Context: an optimization exercise on an open-source flow, tuned for small area, a short achievable clock period and few clock cycles per item. The choices shown serve that exercise and are no tape-out recipe. RTL that was checked went through simulation tests only; none was proved equivalent to the original.

==> harbor <==
==> flow/design.v (excerpt) <==
module depth_pixel_backprojection
(
    input  logic              i_clk,
    input  logic              i_rst_n,
    input  logic              i_s_tvalid,
    output logic              o_s_tready,
    input  logic [39:0]       i_s_tdata,    
    output logic              o_m_tvalid,
    input  logic              i_m_tready,
    output logic [63:0]       o_m_tdata,    
    output logic [0:0]        o_m_tuser,    
    input  logic              psel,
    input  logic              penable,
    input  logic              pwrite,
    input  logic [APB_AW-1:0] paddr,
    input  logic [APB_DW-1:0] pwdata,
    output logic [APB_DW-1:0] prdata,
    output logic              pready
);
==> flow/config.mk <==
export PLATFORM = sky130hd
export DESIGN_NAME = depth_pixel_backprojection
export DESIGN_NICKNAME = depth_pixel_backprojection
export VERILOG_FILES = /design/flow/design.v
export SDC_FILE = /design/flow/constraint.sdc
export NUM_CORES = 4
export LEC_CHECK = 0
export CAP_MARGIN = 20
export CORE_MARGIN = 2
export CORE_UTILIZATION = 40
export SETUP_SLACK_MARGIN = 4.3
export SLEW_MARGIN = 20
==> flow/constraint.sdc <==
create_clock -name core_clock -period 8.0 [get_ports {i_clk}]
set_input_delay 1.6000 -clock core_clock [delete_from_list [all_inputs] [get_ports {i_clk}]]
set_output_delay 1.6000 -clock core_clock [all_outputs]
set_load 0.01 [all_outputs]
run.sh (not shown) runs the stock make flow with config.mk's settings and CLKGATE_MAP_FILE= SYNTH_SCRIPT=/design/flow/synth_recipe.tcl, a recipe that flattens the netlist after the stock synthesis.
==> inputs of fjord, as changes to harbor <==
--- a/flow/design.v
+++ b/flow/design.v
@@ -6,15 +6,16 @@
     localparam int MAXD_W  = 15;
     localparam int COORD_W = 24;
     localparam int Z_W     = 15;
     localparam int HI_W    = PIX_W;                      
     localparam int AOFS_W  = CTR_W;                      
     localparam int PROD_W  = MAXD_W + AOFS_W;            
     localparam int QB      = COORD_W - 1;                
-    localparam int NDIV    = QB;
+    localparam int KB      = 2;
+    localparam int NDIV    = (QB + KB - 1) / KB;
     localparam int AXIS_LAT = 2 + NDIV;
     localparam int APB_AW = 5;
     localparam int APB_DW = 32;
     localparam logic [FOC_W-1:0]  FOCAL_X_RST  = 16'd36864;
     localparam logic [FOC_W-1:0]  FOCAL_Y_RST  = 16'd36864;
     localparam logic [CTR_W-1:0]  CENTER_X_RST = 18'd20480;
     localparam logic [CTR_W-1:0]  CENTER_Y_RST = 18'd15360;
@@ -33,50 +34,47 @@
 module dpb_axis
 (
     input  logic                 i_clk,
     input  logic                 i_en,
     input  logic [HI_W-1:0]      i_h,         
     input  logic                 i_neg,       
     input  logic [Z_W-1:0]       i_z,         
-    input  logic [7:0]           i_bneg,      
-    input  logic [7:0]           i_bone,      
-    input  logic [7:0]           i_btwo,      
     input  logic [CTR_W-1:0]     i_center,
     input  logic [FOC_W-1:0]     i_focal,
     output logic [COORD_W-1:0]   o_coord
 );
     localparam int PW  = PROD_W;    
     localparam int W_W = QB;        
-    localparam int NCP = 4;
     logic [6:0]        r_lpos;      
-    logic [FOC_W-1:0]  r_fdivn [0:NCP-1];
+    logic [FOC_W-1:0]  r_fdiv;      
     always_ff @(posedge i_clk) begin
-        r_lpos     <= 7'd64 - {1'b0, i_center[5:0]};
-        r_fdivn[0] <= ~{i_focal[FOC_W-1:1], i_focal[0] | ~(|i_focal)};
-        for (int k = 1; k < NCP; k++) r_fdivn[k] <= r_fdivn[k-1];
+        r_lpos <= 7'd64 - {1'b0, i_center[5:0]};
+        r_fdiv <= {i_focal[FOC_W-1:1], i_focal[0] | ~(|i_focal)};
     end
     logic [5:0]    n_l;
     logic          n_l6;
     logic [17:0]   n_m;
     logic [PW-1:0] n_row [0:8];
     logic [PW-1:0] n_l1  [0:5];
     logic [PW-1:0] n_l2  [0:3];
     logic [PW-1:0] n_l3  [0:2];
     assign n_l  = i_neg ? i_center[5:0] : r_lpos[5:0];
     assign n_l6 = !i_neg && r_lpos[6];
     assign n_m  = {i_h, n_l};
     always_comb begin
+        logic [Z_W+1:0] b;         
         logic           neg, one, two;
         logic [18:0]    mag, pp;
         logic [PW-1:0]  row;
+        b = {1'b0, i_z, 1'b0};
         for (int r = 0; r < 9; r++) n_row[r] = '0;
         for (int k = 0; k < 8; k++) begin
-            neg = i_bneg[k];
-            one = i_bone[k];
-            two = i_btwo[k];
+            neg = b[2*k+2] & ~(b[2*k+1] & b[2*k]);
+            one = b[2*k+1] ^ b[2*k];
+            two = b[2*k+2] ? (~b[2*k+1] & ~b[2*k]) : (b[2*k+1] & b[2*k]);
             mag = one ? {1'b0, n_m} : (two ? {n_m, 1'b0} : 19'd0);
             pp  = mag ^ {19{neg}};
             row = PW'(pp) << (2*k);
             if (k == 0) begin
                 row[19] = neg;
                 row[20] = neg;
                 row[21] = ~neg;
@@ -106,20 +104,20 @@
     logic          r_m_neg;
     logic [PW-1:0] n_ms, n_mc;
     logic [PW-1:0] r_p_prod;
     logic          r_p_neg;
     assign n_ms = r_m_row[0] ^ r_m_row[1] ^ r_m_row[2];
     assign n_mc = ((r_m_row[0] & r_m_row[1]) | (r_m_row[0] & r_m_row[2]) |
                    (r_m_row[1] & r_m_row[2])) << 1;
-    function automatic logic [FOC_W:0] sub_ge(input logic [FOC_W:0] t, input logic [FOC_W-1:0] fn);
+    function automatic logic [FOC_W:0] sub_ge(input logic [FOC_W:0] t, input logic [FOC_W-1:0] f);
         logic [FOC_W:0] fb, g, p, gg, pp, c;
         logic [FOC_W-1:0] d;
         integer l, i, j;
         begin
-            fb = {1'b1, fn};
+            fb = ~{1'b0, f};
             g  = t & fb;
             p  = t ^ fb;
             gg = g;
             pp = p;
             for (l = 0; l < 5; l = l + 1) begin
                 for (i = FOC_W; i >= 0; i = i - 1) begin
                     if (((i >> l) & 1) == 1) begin
@@ -151,17 +149,23 @@
             if (j == 1) begin
                 rem = FOC_W'(r_p_prod[PW-1:QB-4]);
                 w   = {r_p_prod[QB-5:0], 4'b0000};
             end else begin
                 rem = r_rem[j-1];
                 w   = r_w[j-1];
             end
-            st       = sub_ge({rem, w[W_W-1]}, r_fdivn[(j-1)*NCP/NDIV]);
-            n_rem[j] = st[FOC_W] ? st[FOC_W-1:0] : {rem[FOC_W-2:0], w[W_W-1]};
-            n_w[j]   = {w[W_W-2:0], st[FOC_W]};
+            for (int k = 0; k < KB; k++) begin
+                if ((j-1)*KB + k < QB) begin
+                    st  = sub_ge({rem, w[W_W-1]}, r_fdiv);
+                    rem = st[FOC_W] ? st[FOC_W-1:0] : {rem[FOC_W-2:0], w[W_W-1]};
+                    w   = {w[W_W-2:0], st[FOC_W]};
+                end
+            end
+            n_rem[j] = rem;
+            n_w[j]   = w;
         end
     end
     always_ff @(posedge i_clk) begin
         if (i_en) begin
             r_m_row[0] <= n_l3[0];
             r_m_row[1] <= n_l3[1];
             r_m_row[2] <= n_l3[2];
@@ -179,21 +183,16 @@
                 r_sat[j] <= r_sat[j-1];
             end
         end
     end
     logic [W_W-1:0] q, qneg, below;
     assign q = r_w[NDIV];
     always_comb begin
-        logic [W_W-1:0] orp;
-        orp = q;
-        for (int l = 0; l < 5; l++)
-            for (int i = W_W - 1; i >= 0; i--)
-                if (((i >> l) & 1) == 1)
-                    orp[i] = orp[i] | orp[((i >> l) << l) - 1];
-        below = {orp[W_W-2:0], 1'b0};
+        below[0] = 1'b0;
+        for (int i = 1; i < W_W; i++) below[i] = below[i-1] | q[i-1];
         qneg = q ^ below;
         if (r_sat[NDIV])
             o_coord = r_neg[NDIV] ? COORD_MIN : COORD_MAX;
         else if (r_neg[NDIV])
             o_coord = {below[W_W-1] | q[W_W-1], qneg};
         else
             o_coord = {1'b0, q};
@@ -278,39 +277,24 @@
     logic               n_ok;
     logic [PIX_W:0]     n_vx, n_vy;
     assign s_depth = i_s_tdata[15:0];
     assign n_ok = !s_depth[DEPTH_W-1] && (|s_depth[DEPTH_W-2:0]) &&
                   (s_depth[DEPTH_W-2:0] < r_max_depth);
     assign n_vx = {1'b0, i_s_tdata[27:16]} + {1'b1, ~r_center_x[CTR_W-1:6]};
     assign n_vy = {1'b0, i_s_tdata[39:28]} + {1'b1, ~r_center_y[CTR_W-1:6]};
-    logic [Z_W+1:0] n_bw;      
-    logic [7:0]     n_bneg, n_bone, n_btwo;
-    assign n_bw = {1'b0, s_depth[Z_W-1:0], 1'b0};
-    always_comb begin
-        for (int k = 0; k < 8; k++) begin
-            n_bneg[k] = n_ok & n_bw[2*k+2] & ~(n_bw[2*k+1] & n_bw[2*k]);
-            n_bone[k] = n_ok & (n_bw[2*k+1] ^ n_bw[2*k]);
-            n_btwo[k] = n_ok & (n_bw[2*k+2] ? (~n_bw[2*k+1] & ~n_bw[2*k]) :
-                                              (n_bw[2*k+1] & n_bw[2*k]));
-        end
-    end
     logic [HI_W-1:0] r0_hx, r0_hy;
     logic            r0_sx, r0_sy;
     logic [Z_W-1:0]  r0_z;
-    logic [7:0]      r0_bneg, r0_bone, r0_btwo;
     always_ff @(posedge i_clk) begin
         if (advance) begin
             r0_sx <= n_vx[PIX_W];
             r0_hx <= n_vx[PIX_W-1:0] ^ {PIX_W{n_vx[PIX_W]}};
             r0_sy <= n_vy[PIX_W];
             r0_hy <= n_vy[PIX_W-1:0] ^ {PIX_W{n_vy[PIX_W]}};
             r0_z  <= n_ok ? s_depth[Z_W-1:0] : '0;
-            r0_bneg <= n_bneg;
-            r0_bone <= n_bone;
-            r0_btwo <= n_btwo;
         end
     end
     logic [Z_W-1:0] r_z [0:LAT-1];
     always_ff @(posedge i_clk) begin
         if (advance) begin
             r_z[0] <= r0_z;
             for (int k = 1; k < LAT; k++) r_z[k] <= r_z[k-1];
@@ -320,30 +304,24 @@
     logic [COORD_W-1:0] ax_y;
     dpb_axis u_axis_x (
         .i_clk    (i_clk),
         .i_en     (advance),
         .i_h      (r0_hx),
         .i_neg    (r0_sx),
         .i_z      (r0_z),
-        .i_bneg   (r0_bneg),
-        .i_bone   (r0_bone),
-        .i_btwo   (r0_btwo),
         .i_center (r_center_x),
         .i_focal  (r_focal_x),
         .o_coord  (ax_x)
     );
     dpb_axis u_axis_y (
         .i_clk    (i_clk),
         .i_en     (advance),
         .i_h      (r0_hy),
         .i_neg    (r0_sy),
         .i_z      (r0_z),
-        .i_bneg   (r0_bneg),
-        .i_bone   (r0_bone),
-        .i_btwo   (r0_btwo),
         .i_center (r_center_y),
         .i_focal  (r_focal_y),
         .o_coord  (ax_y)
     );
     logic        out_ok;
     logic [64:0] n_item;     
     assign out_ok = |r_z[LAT-1];
--- a/flow/config.mk
+++ b/flow/config.mk
@@ -4,9 +4,9 @@
 export VERILOG_FILES = /design/flow/design.v
 export SDC_FILE = /design/flow/constraint.sdc
 export NUM_CORES = 4
 export LEC_CHECK = 0
 export CAP_MARGIN = 20
 export CORE_MARGIN = 2
 export CORE_UTILIZATION = 40
-export SETUP_SLACK_MARGIN = 4.3
+export SETUP_SLACK_MARGIN = 4
 export SLEW_MARGIN = 20
==> inputs of maple, as changes to harbor <==
--- a/flow/design.v
+++ b/flow/design.v
@@ -221,71 +221,106 @@
 );
     localparam int LAT = AXIS_LAT;    
     logic [FOC_W-1:0]  r_focal_x;
     logic [FOC_W-1:0]  r_focal_y;
     logic [CTR_W-1:0]  r_center_x;
     logic [CTR_W-1:0]  r_center_y;
     logic [MAXD_W-1:0] r_max_depth;
-    logic cfg_wr;
+    logic              r_wr_en;
+    logic [2:0]        r_wr_a;
+    logic [CTR_W-1:0]  r_wr_d;
     assign pready = 1'b1;
-    assign cfg_wr = psel && penable && pwrite;
+    always_ff @(posedge i_clk) begin
+        if (!i_rst_n) r_wr_en <= 1'b0;
+        else          r_wr_en <= psel && penable && pwrite;
+        r_wr_a <= paddr[APB_AW-1:2];
+        r_wr_d <= pwdata[CTR_W-1:0];
+    end
     always_ff @(posedge i_clk) begin
         if (!i_rst_n) begin
             r_focal_x   <= FOCAL_X_RST;
             r_focal_y   <= FOCAL_Y_RST;
             r_center_x  <= CENTER_X_RST;
             r_center_y  <= CENTER_Y_RST;
             r_max_depth <= MAX_DEPTH_RST;
-        end else if (cfg_wr) begin
-            case (paddr[APB_AW-1:2])
-                REG_FOCAL_X:   r_focal_x   <= pwdata[FOC_W-1:0];
-                REG_FOCAL_Y:   r_focal_y   <= pwdata[FOC_W-1:0];
-                REG_CENTER_X:  r_center_x  <= pwdata[CTR_W-1:0];
-                REG_CENTER_Y:  r_center_y  <= pwdata[CTR_W-1:0];
-                REG_MAX_DEPTH: r_max_depth <= pwdata[MAXD_W-1:0];
+        end else if (r_wr_en) begin
+            case (r_wr_a)
+                REG_FOCAL_X:   r_focal_x   <= r_wr_d[FOC_W-1:0];
+                REG_FOCAL_Y:   r_focal_y   <= r_wr_d[FOC_W-1:0];
+                REG_CENTER_X:  r_center_x  <= r_wr_d;
+                REG_CENTER_Y:  r_center_y  <= r_wr_d;
+                REG_MAX_DEPTH: r_max_depth <= r_wr_d[MAXD_W-1:0];
                 default: ;   
             endcase
         end
     end
+    logic [CTR_W-1:0] rd_val [0:4];
+    always_comb begin
+        rd_val[0] = CTR_W'(r_focal_x);
+        rd_val[1] = CTR_W'(r_focal_y);
+        rd_val[2] = r_center_x;
+        rd_val[3] = r_center_y;
+        rd_val[4] = CTR_W'(r_max_depth);
+        if (r_wr_en) begin
+            case (r_wr_a)
+                REG_FOCAL_X:   rd_val[0] = CTR_W'(r_wr_d[FOC_W-1:0]);
+                REG_FOCAL_Y:   rd_val[1] = CTR_W'(r_wr_d[FOC_W-1:0]);
+                REG_CENTER_X:  rd_val[2] = r_wr_d;
+                REG_CENTER_Y:  rd_val[3] = r_wr_d;
+                REG_MAX_DEPTH: rd_val[4] = CTR_W'(r_wr_d[MAXD_W-1:0]);
+                default: ;
+            endcase
+        end
+    end
     logic [CTR_W-1:0] r_prdata;
     always_ff @(posedge i_clk) begin
         case (paddr[APB_AW-1:2])
-            REG_FOCAL_X:   r_prdata <= CTR_W'(r_focal_x);
-            REG_FOCAL_Y:   r_prdata <= CTR_W'(r_focal_y);
-            REG_CENTER_X:  r_prdata <= r_center_x;
-            REG_CENTER_Y:  r_prdata <= r_center_y;
-            REG_MAX_DEPTH: r_prdata <= CTR_W'(r_max_depth);
+            REG_FOCAL_X:   r_prdata <= rd_val[0];
+            REG_FOCAL_Y:   r_prdata <= rd_val[1];
+            REG_CENTER_X:  r_prdata <= rd_val[2];
+            REG_CENTER_Y:  r_prdata <= rd_val[3];
+            REG_MAX_DEPTH: r_prdata <= rd_val[4];
             default:       r_prdata <= '0;
         endcase
     end
     assign prdata = APB_DW'(r_prdata);
-    logic           r_sv;         
+    localparam int NSV = 4;
+    logic [NSV-1:0] r_sv;         
     logic           r_ov;         
     logic           advance;
+    logic           adv_in;
+    logic           r_in_v;
     logic           r0_v;
     logic [LAT-1:0] r_vld;
-    assign advance    = !r_sv;
+    assign advance    = !r_sv[0];
+    assign adv_in     = !r_sv[1];
     assign o_s_tready = advance;
     always_ff @(posedge i_clk) begin
         if (!i_rst_n) begin
-            r0_v  <= 1'b0;
-            r_vld <= '0;
+            r_in_v <= 1'b0;
+            r0_v   <= 1'b0;
+            r_vld  <= '0;
         end else if (advance) begin
-            r0_v  <= i_s_tvalid;
-            r_vld <= {r_vld[LAT-2:0], r0_v};
+            r_in_v <= i_s_tvalid;
+            r0_v   <= r_in_v;
+            r_vld  <= {r_vld[LAT-2:0], r0_v};
         end
     end
+    logic [39:0] r_in_data;
+    always_ff @(posedge i_clk) begin
+        if (adv_in) r_in_data <= i_s_tdata;
+    end
     logic [DEPTH_W-1:0] s_depth;
     logic               n_ok;
     logic [PIX_W:0]     n_vx, n_vy;
-    assign s_depth = i_s_tdata[15:0];
+    assign s_depth = r_in_data[15:0];
     assign n_ok = !s_depth[DEPTH_W-1] && (|s_depth[DEPTH_W-2:0]) &&
                   (s_depth[DEPTH_W-2:0] < r_max_depth);
-    assign n_vx = {1'b0, i_s_tdata[27:16]} + {1'b1, ~r_center_x[CTR_W-1:6]};
-    assign n_vy = {1'b0, i_s_tdata[39:28]} + {1'b1, ~r_center_y[CTR_W-1:6]};
+    assign n_vx = {1'b0, r_in_data[27:16]} + {1'b1, ~r_center_x[CTR_W-1:6]};
+    assign n_vy = {1'b0, r_in_data[39:28]} + {1'b1, ~r_center_y[CTR_W-1:6]};
     logic [Z_W+1:0] n_bw;      
     logic [7:0]     n_bneg, n_bone, n_btwo;
     assign n_bw = {1'b0, s_depth[Z_W-1:0], 1'b0};
     always_comb begin
         for (int k = 0; k < 8; k++) begin
             n_bneg[k] = n_ok & n_bw[2*k+2] & ~(n_bw[2*k+1] & n_bw[2*k]);
             n_bone[k] = n_ok & (n_bw[2*k+1] ^ n_bw[2*k]);
@@ -294,85 +329,80 @@
         end
     end
     logic [HI_W-1:0] r0_hx, r0_hy;
     logic            r0_sx, r0_sy;
     logic [Z_W-1:0]  r0_z;
     logic [7:0]      r0_bneg, r0_bone, r0_btwo;
     always_ff @(posedge i_clk) begin
-        if (advance) begin
+        if (adv_in) begin
             r0_sx <= n_vx[PIX_W];
             r0_hx <= n_vx[PIX_W-1:0] ^ {PIX_W{n_vx[PIX_W]}};
             r0_sy <= n_vy[PIX_W];
             r0_hy <= n_vy[PIX_W-1:0] ^ {PIX_W{n_vy[PIX_W]}};
             r0_z  <= n_ok ? s_depth[Z_W-1:0] : '0;
             r0_bneg <= n_bneg;
             r0_bone <= n_bone;
             r0_btwo <= n_btwo;
         end
     end
     logic [Z_W-1:0] r_z [0:LAT-1];
     always_ff @(posedge i_clk) begin
-        if (advance) begin
+        if (adv_in) begin
             r_z[0] <= r0_z;
             for (int k = 1; k < LAT; k++) r_z[k] <= r_z[k-1];
         end
     end
     logic [COORD_W-1:0] ax_x;
     logic [COORD_W-1:0] ax_y;
     dpb_axis u_axis_x (
         .i_clk    (i_clk),
-        .i_en     (advance),
+        .i_en     (!r_sv[2]),
         .i_h      (r0_hx),
         .i_neg    (r0_sx),
         .i_z      (r0_z),
         .i_bneg   (r0_bneg),
         .i_bone   (r0_bone),
         .i_btwo   (r0_btwo),
         .i_center (r_center_x),
         .i_focal  (r_focal_x),
         .o_coord  (ax_x)
     );
     dpb_axis u_axis_y (
         .i_clk    (i_clk),
-        .i_en     (advance),
+        .i_en     (!r_sv[3]),
         .i_h      (r0_hy),
         .i_neg    (r0_sy),
         .i_z      (r0_z),
         .i_bneg   (r0_bneg),
         .i_bone   (r0_bone),
         .i_btwo   (r0_btwo),
         .i_center (r_center_y),
         .i_focal  (r_focal_y),
         .o_coord  (ax_y)
     );
     logic        out_ok;
     logic [64:0] n_item;     
     assign out_ok = |r_z[LAT-1];
-    assign n_item = {out_ok, 1'b0,
-                     r_z[LAT-1],
-                     out_ok ? ax_y : {COORD_W{1'b0}},
-                     out_ok ? ax_x : {COORD_W{1'b0}}};
+    assign n_item = {out_ok, 1'b0, r_z[LAT-1], ax_y, ax_x};
     logic [64:0] r_out;
     logic [64:0] r_skid;
     logic        arrive;
     assign arrive = advance && r_vld[LAT-1];
     always_ff @(posedge i_clk) begin
         if (!i_rst_n) begin
             r_ov <= 1'b0;
-            r_sv <= 1'b0;
+            r_sv <= '0;
         end else begin
-            if (!r_ov || i_m_tready) begin
-                r_ov <= r_sv || arrive;
-                r_sv <= 1'b0;
-            end else if (arrive) begin
-                r_sv <= 1'b1;
-            end
+            if (!r_ov || i_m_tready)
+                r_ov <= r_sv[0] || arrive;
+            for (int c = 0; c < NSV; c++)
+                r_sv[c] <= r_ov && !i_m_tready && (r_sv[c] || r_vld[LAT-1]);
         end
     end
     always_ff @(posedge i_clk) begin
-        if (!r_ov || i_m_tready) r_out <= r_sv ? r_skid : n_item;
-        if (r_ov && !i_m_tready && arrive) r_skid <= n_item;
+        if (!r_ov || i_m_tready) r_out <= r_sv[0] ? r_skid : n_item;
+        if (!r_sv[0]) r_skid <= n_item;
     end
     assign o_m_tvalid = r_ov;
     assign o_m_tdata  = r_out[63:0];
     assign o_m_tuser  = r_out[64];
 endmodule
--- a/flow/config.mk
+++ b/flow/config.mk
@@ -4,9 +4,9 @@
 export VERILOG_FILES = /design/flow/design.v
 export SDC_FILE = /design/flow/constraint.sdc
 export NUM_CORES = 4
 export LEC_CHECK = 0
 export CAP_MARGIN = 20
 export CORE_MARGIN = 2
 export CORE_UTILIZATION = 40
-export SETUP_SLACK_MARGIN = 4.3
+export SETUP_SLACK_MARGIN = 4.4
 export SLEW_MARGIN = 20
==> notes <==
- Between harbor and fjord, the lower final area is in fjord (gap about 19%, measured against fjord).
- Of maple and fjord, fjord has the higher global-route usage (gap 5.0 points).
- Of maple and fjord, fjord has the higher critical path depth (gap 18).
- The lowest sequential cell count belongs to fjord, the highest to maple.
- Wire length: maple > fjord > harbor.
- Against fjord, the final cell count of maple is higher by 15%.
==> figures <==
quantity	harbor	fjord	maple
Core region area	340000 um2	259000 um2	344000 um2
Status	complete, no violations	complete, no violations	complete, no violations
Post-CTS Setup Inserts	50	588	26
Violation count after the first detailed-route iteration	5122	5232	4992
Pin count of the biggest net entering global routing	210	170	210
Fraction of the yosys area taken by sequential cells	58.9%	46.2%	59.0%
Vias/cell	5.27	5.50	5.27
First-pass iteration count of the detailed router	5	6	6
Count of unique library cells instantiated by Yosys	95	85	84
Sequential portion of the cell area	51.8%	36.7%	52.1%
Tightest hold margin	0.382 ns	0.400 ns	0.368 ns
Global Route met3 Usage	2.36%	2.88%	2.72%
Detailed route wirelength on metal2	136 mm	136 mm	144 mm
Seq Cell Count	2768	1655	2836
Testbench counts of harbor, summed over its fixed seeds: cycles 10,192, items 9,600.
Testbench counts of maple, summed over its fixed seeds: cycles 10,208, items 9,600.
Function not checked in fjord: the RTL went through the layout flow alone.

==> separate check: timing with driven ports <==
How much do the figures lean on ideal ports? The routed layouts below were timed once more, with nothing changed but the port constraints.
Step 1: set_driving_cell puts a clkbuf_16 on i_clk and a buf_2 on each other input, an assumption about the parent block.
Step 2 adds t to the input delays and takes it off the output delays; t is the mean of the earliest and latest rising clock arrival at the registers after step 1. Input paths then give back, and output paths get back, about the clock's delay inside the block.
Slacks: no drivers / after step 1 / after step 2; pairs: no drivers / after step 1.
run	shift t [ns]	setup WS [ns]	hold slack, ns	worst register clock-pin slew, ns
harbor	0.978	4.315 / 4.318 / 3.412	0.382 / 0.382 / 0.382	0.06 / 0.06
fjord	0.933	2.031 / 2.031 / 2.031	0.400 / 0.400 / 0.400	0.07 / 0.07
maple	1.001	4.471 / 4.424 / 4.222	0.368 / 0.368 / 0.368	0.07 / 0.07
After both steps every run listed still meets setup and hold. For harbor, which loses most, drivers alone change the setup slack by +0.003 ns; drivers and shift together by -0.903 ns.
